This is an optimization exercise on Yosys and OpenROAD, whose aim is small area, not a production implementation. In this exercise RTL edits were held to simulation tests only and were not proved equivalent to the original.

## lif_neuron_grid
module lif_neuron_grid #(
  parameter int WIDTH    = 8,
  parameter int LAYERS   = 3,
  parameter int WEIGHT_W = 4,
  parameter int THR_W    = 6,
  parameter int ACC_W    = 8,
  parameter int REFRAC   = 2
) (
  input  logic             clk,
  input  logic             rst_n,
  input  logic             tick,
  input  logic [WIDTH-1:0] spike_in,
  input  logic             cfg_en,
  input  logic             cfg_data,
  output logic             cfg_out,
  output logic [WIDTH-1:0] spike_out,
  output logic             spike_valid
);
Settings: LEC_CHECK=0, CAP_MARGIN=20, CORE_MARGIN=2, CORE_UTILIZATION=60, CTS_BUF_LIST=sky130_fd_sc_hd__clkbuf_16, CTS_CLUSTER_DIAMETER=50, CTS_CLUSTER_SIZE=22, SLEW_MARGIN=20, SYNTH_HIERARCHICAL=1; clock period 7.5 ns.
run.sh (not shown) runs the stock make flow with config.mk's settings and CLKGATE_MAP_FILE= SYNTH_SCRIPT=/design/flow/synth_recipe.tcl, a recipe that flattens the netlist after the stock synthesis.
The first run completed without violations.
Change:
--- a/flow/config.mk
+++ b/flow/config.mk
@@ -11,3 +10,0 @@
-export CTS_BUF_LIST = sky130_fd_sc_hd__clkbuf_16
-export CTS_CLUSTER_DIAMETER = 50
-export CTS_CLUSTER_SIZE = 22
What happened: The changed run finished clean; core utilization fell by 0.89 points; worst setup slack got worse by 35 ps; count of clock-buffer cells in the layout rose by 28; maximum frequency fell by 0.50%.
Change:
--- a/flow/config.mk
+++ b/flow/config.mk
@@ -10,0 +11,3 @@
+export CTS_BUF_LIST = sky130_fd_sc_hd__clkbuf_16
+export CTS_CLUSTER_DIAMETER = 60
+export CTS_CLUSTER_SIZE = 30
What happened:
- The new run produced a clean layout
- via count shrinks slightly
- hold slack degrades by 7.4 ps
- count of clock-buffer cells in the layout is lower by 58
- critical path depth does not change
- setup slack gains 6.9 ps


== willow ==
Another version of the RTL of lif_neuron_grid (not shown whole).
For scale: roughly 3100 cells after synthesis, about 23 I/O pins, roughly 41000 µm² of cells after synthesis.
Design lif_neuron_grid, start of the top module:
module lif_neuron_grid #(
  parameter int WIDTH    = 8,
  parameter int LAYERS   = 3,
  parameter int WEIGHT_W = 4,
  parameter int THR_W    = 6,
  parameter int ACC_W    = 8,
  parameter int REFRAC   = 2
) (
  input  logic             clk,
  input  logic             rst_n,
  input  logic             tick,
  input  logic [WIDTH-1:0] spike_in,
  input  logic             cfg_en,
  input  logic             cfg_data,
  output logic             cfg_out,
  output logic [WIDTH-1:0] spike_out,
  output logic             spike_valid
);
==> flow/config.mk <==
export PLATFORM = sky130hd
export DESIGN_NAME = lif_neuron_grid
export DESIGN_NICKNAME = lif_neuron_grid
export VERILOG_FILES = /design/flow/design.v
export SDC_FILE = /design/flow/constraint.sdc
export NUM_CORES = 4
export LEC_CHECK = 0
export CAP_MARGIN = 20
export CORE_MARGIN = 2
export CORE_UTILIZATION = 60
export SLEW_MARGIN = 20
export SYNTH_HIERARCHICAL = 1
==> flow/constraint.sdc <==
create_clock -name core_clock -period 7.5 [get_ports {clk}]
set_input_delay 1.5000 -clock core_clock [delete_from_list [all_inputs] [get_ports {clk}]]
set_output_delay 1.5000 -clock core_clock [all_outputs]
set_load 0.01 [all_outputs]
standard.sh (not shown) runs the stock make flow with config.mk's settings and CLKGATE_MAP_FILE= SYNTH_SCRIPT=/design/flow/synth_recipe.tcl, a recipe that flattens the netlist after the stock synthesis.
==> flow/flow/run.sh <==
#!/bin/bash
# The standard layout (standard.sh: ORFS synthesis through finish, unchanged), with
# one change to clock-tree synthesis: no dummy loads, clkbuf_16 only, and sink clusters of
# up to 30 flip-flops within 60 um. Every tool's output goes to logs in this folder.
set -euo pipefail
export CTS_ARGS="-sink_clustering_enable -repair_clock_nets -dont_use_dummy_load -sink_clustering_size 30 -sink_clustering_max_diameter 60 -buf_list sky130_fd_sc_hd__clkbuf_16"
bash standard.sh > standard.log 2>&1
Input-level comparison between violet and willow:
Settings: a change of CORE_UTILIZATION from 60 to 75.
==> flow/flow/run.sh <==
#!/bin/bash
# The standard layout (standard.sh: ORFS synthesis through finish, unchanged), with
# one change to clock-tree synthesis: no dummy loads, clkbuf_16 only, and sink clusters of
# up to 40 flip-flops within 70 um. Every tool's output goes to logs in this folder.
set -euo pipefail
export CTS_ARGS="-sink_clustering_enable -repair_clock_nets -dont_use_dummy_load -sink_clustering_size 40 -sink_clustering_max_diameter 70 -buf_list sky130_fd_sc_hd__clkbuf_16"
bash standard.sh > standard.log 2>&1
--- outcome ---
- violet: PASS, flow complete, no timing, DRC or antenna violations
- violet vs. willow: minimum setup slack in the final design went down; per-cell routed wire length went up about 4.5%; global routing usage summed across all routing layers increased 5.8 points; number of cells on the worst reg-to-reg path +2.
- After synthesis and placement, the instance count of violet is below that of willow.
- Post-layout instance area on violet is ahead of willow.


== exp/maple ==
Another version of the RTL of lif_neuron_grid (not shown whole).
For scale: roughly 23 I/O pins, roughly 0.041 mm^2 of cells after synthesis.
Settings: LEC_CHECK=0, CAP_MARGIN=20, CORE_MARGIN=2, CORE_UTILIZATION=82, SLEW_MARGIN=20, SYNTH_HIERARCHICAL=1; clock period 7.5 ns.
==> flow/flow/run.sh <==
#!/bin/bash
# The standard layout (standard.sh: ORFS synthesis through finish, unchanged), with
# one change to clock-tree synthesis: no dummy loads, clkbuf_16 only, and sink clusters of
# up to 40 flip-flops within 70 um. Every tool's output goes to logs in this folder.
set -euo pipefail
export CTS_ARGS="-sink_clustering_enable -repair_clock_nets -dont_use_dummy_load -sink_clustering_size 40 -sink_clustering_max_diameter 70 -buf_list sky130_fd_sc_hd__clkbuf_16"
bash standard.sh > standard.log 2>&1
For exp/onyx, these inputs were changed with respect to exp/maple:
- changing CORE_UTILIZATION from 82 to 75
Of exp/maple and exp/onyx, the lower final estimated routing congestion in global placement belongs to exp/onyx. exp/onyx reports its master of the slowest instance on the critical path as sky130_fd_sc_hd__fa_1 while exp/maple reports sky130_fd_sc_hd__a211oi_1. Setup slack (lower): exp/maple. The higher met1 wire length came out of exp/onyx. Changes observed in exp/onyx relative to exp/maple: worst relative slew slack went up, via count of the first global-routing pass went down, post-synthesis cell count did not really move.
#### Input delta (exp/cedar over exp/onyx)
- CORE_UTILIZATION: 75 -> 88
--- outcome ---
- Global-route track usage on met3: exp/onyx and exp/cedar compared, lower one is exp/onyx
- exp/onyx → exp/cedar: routed length on met3 rose 150%; flip-flop and latch share of the layout cell area rose 0.16 points.
- Cmp exp/onyx and exp/cedar / normalized max-slew margin / lower: exp/cedar
- Compared to exp/onyx, exp/cedar has delay of the slowest critical-path stage 0.30 ns higher.
- exp/cedar: count of clock-buffer cells in the layout is 3 lower than what exp/onyx reported.
Input-level comparison between exp/zinc and exp/cedar:
- CORE_UTILIZATION now 82, was 88
==> flow/flow/run.sh <==
#!/bin/bash
# The standard layout (standard.sh: ORFS synthesis through finish, unchanged), with
# one change to clock-tree synthesis: no dummy loads, clkbuf_16 only, and sink clusters of
# up to 40 flip-flops within 70 um; and the buffer on every input and output port is a
# buf_1. Every tool's output goes to logs in this folder.
set -euo pipefail
export CTS_ARGS="-sink_clustering_enable -repair_clock_nets -dont_use_dummy_load -sink_clustering_size 40 -sink_clustering_max_diameter 70 -buf_list sky130_fd_sc_hd__clkbuf_16"
export BUFFER_PORTS_ARGS="-buffer_cell sky130_fd_sc_hd__buf_1"
bash standard.sh > standard.log 2>&1
[summary]
Going from exp/cedar to exp/zinc, maximum clock skew at final layout -0.0093 ns; setup slack of the critical path after layout +0.012 ns; final cell count +1.7%; wire length of the first global-routing pass -about 10%; total area of multi-input combinational cells ~0 delta. On register-to-register setup slack, exp/zinc and exp/cedar are basically level. exp/zinc against exp/cedar: later-pin clock latency in the skew report -0.03 ns, summed area of non-filler cells in the final layout roughly the same, first-iteration DRC count went down by 31%, length of the first detailed-routing pass in iterations shows a reduction of 2.


## build 69
lif_neuron_grid, a different RTL version from the one above (not shown whole).
Size: roughly 3200 cells after synthesis, roughly 23 I/O pins.
Settings: LEC_CHECK=0, CAP_MARGIN=20, CORE_MARGIN=2, CORE_UTILIZATION=60, CTS_BUF_LIST=sky130_fd_sc_hd__clkbuf_16, CTS_CLUSTER_DIAMETER=60, CTS_CLUSTER_SIZE=30, SLEW_MARGIN=20, SYNTH_HIERARCHICAL=1; clock period 7.5 ns.
run.sh (not shown) runs the stock make flow with config.mk's settings and CLKGATE_MAP_FILE= SYNTH_SCRIPT=/design/flow/synth_recipe.tcl, a recipe that flattens the netlist after the stock synthesis.
Stock flow here: none of the scripts above is used.
The inputs of build 22 differ from those of build 69 as listed below.
==> flow/flow/run.sh (new file) <==
#!/bin/bash
# The standard layout (standard.sh: ORFS synthesis through finish, unchanged), with
# one change to clock-tree synthesis: no dummy loads, clkbuf_16 only, and sink clusters of
# up to 40 flip-flops within 70 um. Every tool's output goes to logs in this folder.
set -euo pipefail
export CTS_ARGS="-sink_clustering_enable -repair_clock_nets -dont_use_dummy_load -sink_clustering_size 40 -sink_clustering_max_diameter 70 -buf_list sky130_fd_sc_hd__clkbuf_16"
bash standard.sh > standard.log 2>&1
==> flow/standard.sh (new file) <==
#!/bin/bash
# synth_recipe.tcl (not shown) runs the flow's synth.tcl, then flattens the netlist and writes it again
# the make line also repeats each setting of config.mk as NAME=value (left out here)
make -C /OpenROAD-flow-scripts/flow DESIGN_CONFIG=/design/flow/config.mk WORK_HOME=/design/flow/orfs CLKGATE_MAP_FILE= SYNTH_SCRIPT=/design/flow/synth_recipe.tcl "${@:-finish}"
-- flow/config.mk --
<<< build 69, line 9
export CORE_MARGIN = 2
export CORE_UTILIZATION = 60
export CTS_BUF_LIST = sky130_fd_sc_hd__clkbuf_16
export CTS_CLUSTER_DIAMETER = 60
export CTS_CLUSTER_SIZE = 30
export SLEW_MARGIN = 20
>>> build 22, line 9
export CORE_MARGIN = 2
export CORE_UTILIZATION = 75
export SLEW_MARGIN = 20
removed: flow/run.sh
Findings:
- Build 22: relative area change from synthesis to final layout lower than build 69
- As far as hold buffer count at CTS goes, build 22 and build 69 are indistinguishable; the numbers are identical.
- NOTE layout clock buffer count build 69->build 22 decreased by more than a quarter
- spike_in[1] as the first element of the critical path was reported by build 22, and spike_in[0] by build 69.
- [build 22 vs build 69] met1 wire length: lower in build 22
- Against build 69, final critical-path required period in build 22 came out worse.
- Per the comparison of build 22 with build 69, global-route wire length before repair increased 1.9 mm, global-route usage increased 6.6 points, buffering overhead essentially unchanged.
- In the reports for build 69 and build 22, the smaller number of antenna violations at the first check in global routing belongs to build 22.
Relative to build 22, the following input files were edited for build 91:
==> flow/flow/run.sh <==
#!/bin/bash
# The standard layout (standard.sh: ORFS synthesis through finish, unchanged), with
# one change to clock-tree synthesis: no dummy loads, clkbuf_16 only, and sink clusters of
# up to 30 flip-flops within 60 um. Every tool's output goes to logs in this folder.
set -euo pipefail
export CTS_ARGS="-sink_clustering_enable -repair_clock_nets -dont_use_dummy_load -sink_clustering_size 30 -sink_clustering_max_diameter 60 -buf_list sky130_fd_sc_hd__clkbuf_16"
bash standard.sh > standard.log 2>&1
-- flow/config.mk --
<<< build 22, line 9
export CORE_MARGIN = 2
export CORE_UTILIZATION = 75
export SLEW_MARGIN = 20
>>> build 91, line 9
export CORE_MARGIN = 2
export CORE_UTILIZATION = 60
export SLEW_MARGIN = 20
### Flow results
Build 91 reached the end of the flow, and the finished layout is clean on the timing, design-rule and antenna checks.
In the reports for build 22 and build 91, the smaller worst setup slack after layout belongs to build 22.
[compare] base=build 22 new=build 91: starting density of the core shrank by 15 points; clock-buffer cell count now sits higher; met1 usage -8.8 points; sequential share of layout area shrank by 0.58 points.
In the flow results for build 22 and build 91, the via count is smaller on build 91.
Routed wire length, build 22 and build 91: larger value in build 22
Final cell count grows by a few percent when moving from build 22 to build 91.

-- separate check: timing with driven ports --
The flow's constraints put no driver on any port. The routed layouts listed below were extracted and timed again, unchanged, in two steps. Step 1 (the two cells are an assumption about what drives the block):
set clk [get_ports {clk}]
set_driving_cell -lib_cell sky130_fd_sc_hd__clkbuf_16 $clk
set_driving_cell -lib_cell sky130_fd_sc_hd__buf_2 [delete_from_list [all_inputs] $clk]
Step 2 adds t to the input delays and takes it off the output delays; t is the mean of the earliest and latest rising clock arrival at the registers after step 1. Input paths then give back, and output paths get back, about the clock's delay inside the block. Slacks: ideal ports / drivers / drivers and shift; pairs: ideal ports / drivers.
run | shift t [ns] | slack for setup (ns) | hold WS [ns]
the first run of note 1 | 0.706 | 0.654 / 0.699 / -0.007 | 0.408 / 0.408 / 0.408
the second run of note 1 | 0.676 | 0.620 / 0.667 / -0.009 | 0.423 / 0.423 / 0.423
the third run of note 1 | 0.707 | 0.627 / 0.672 / -0.034 | 0.416 / 0.416 / 0.416
willow | 0.674 | 0.221 / 0.221 / -0.079 | 0.412 / 0.412 / 0.412
violet | 0.646 | 0.130 / 0.130 / -0.043 | 0.416 / 0.416 / 0.416
exp/maple | 0.649 | 0.722 / 0.722 / 0.333 | 0.405 / 0.405 / 0.405
exp/onyx | 0.644 | 0.854 / 0.892 / 0.248 | 0.419 / 0.419 / 0.419
exp/cedar | 0.663 | 0.681 / 0.681 / 0.224 | 0.424 / 0.424 / 0.424
exp/zinc | 0.637 | 0.693 / 0.693 / 0.462 | 0.411 / 0.411 / 0.411
build 69 | 0.690 | 0.635 / 0.678 / -0.012 | 0.428 / 0.428 / 0.428
build 22 | 0.655 | 0.502 / 0.541 / -0.114 | 0.409 / 0.409 / 0.409
build 91 | 0.680 | 0.646 / 0.688 / 0.008 | 0.418 / 0.418 / 0.418
Met with ideal ports but missed after step 2: setup timing in 7 of these runs.
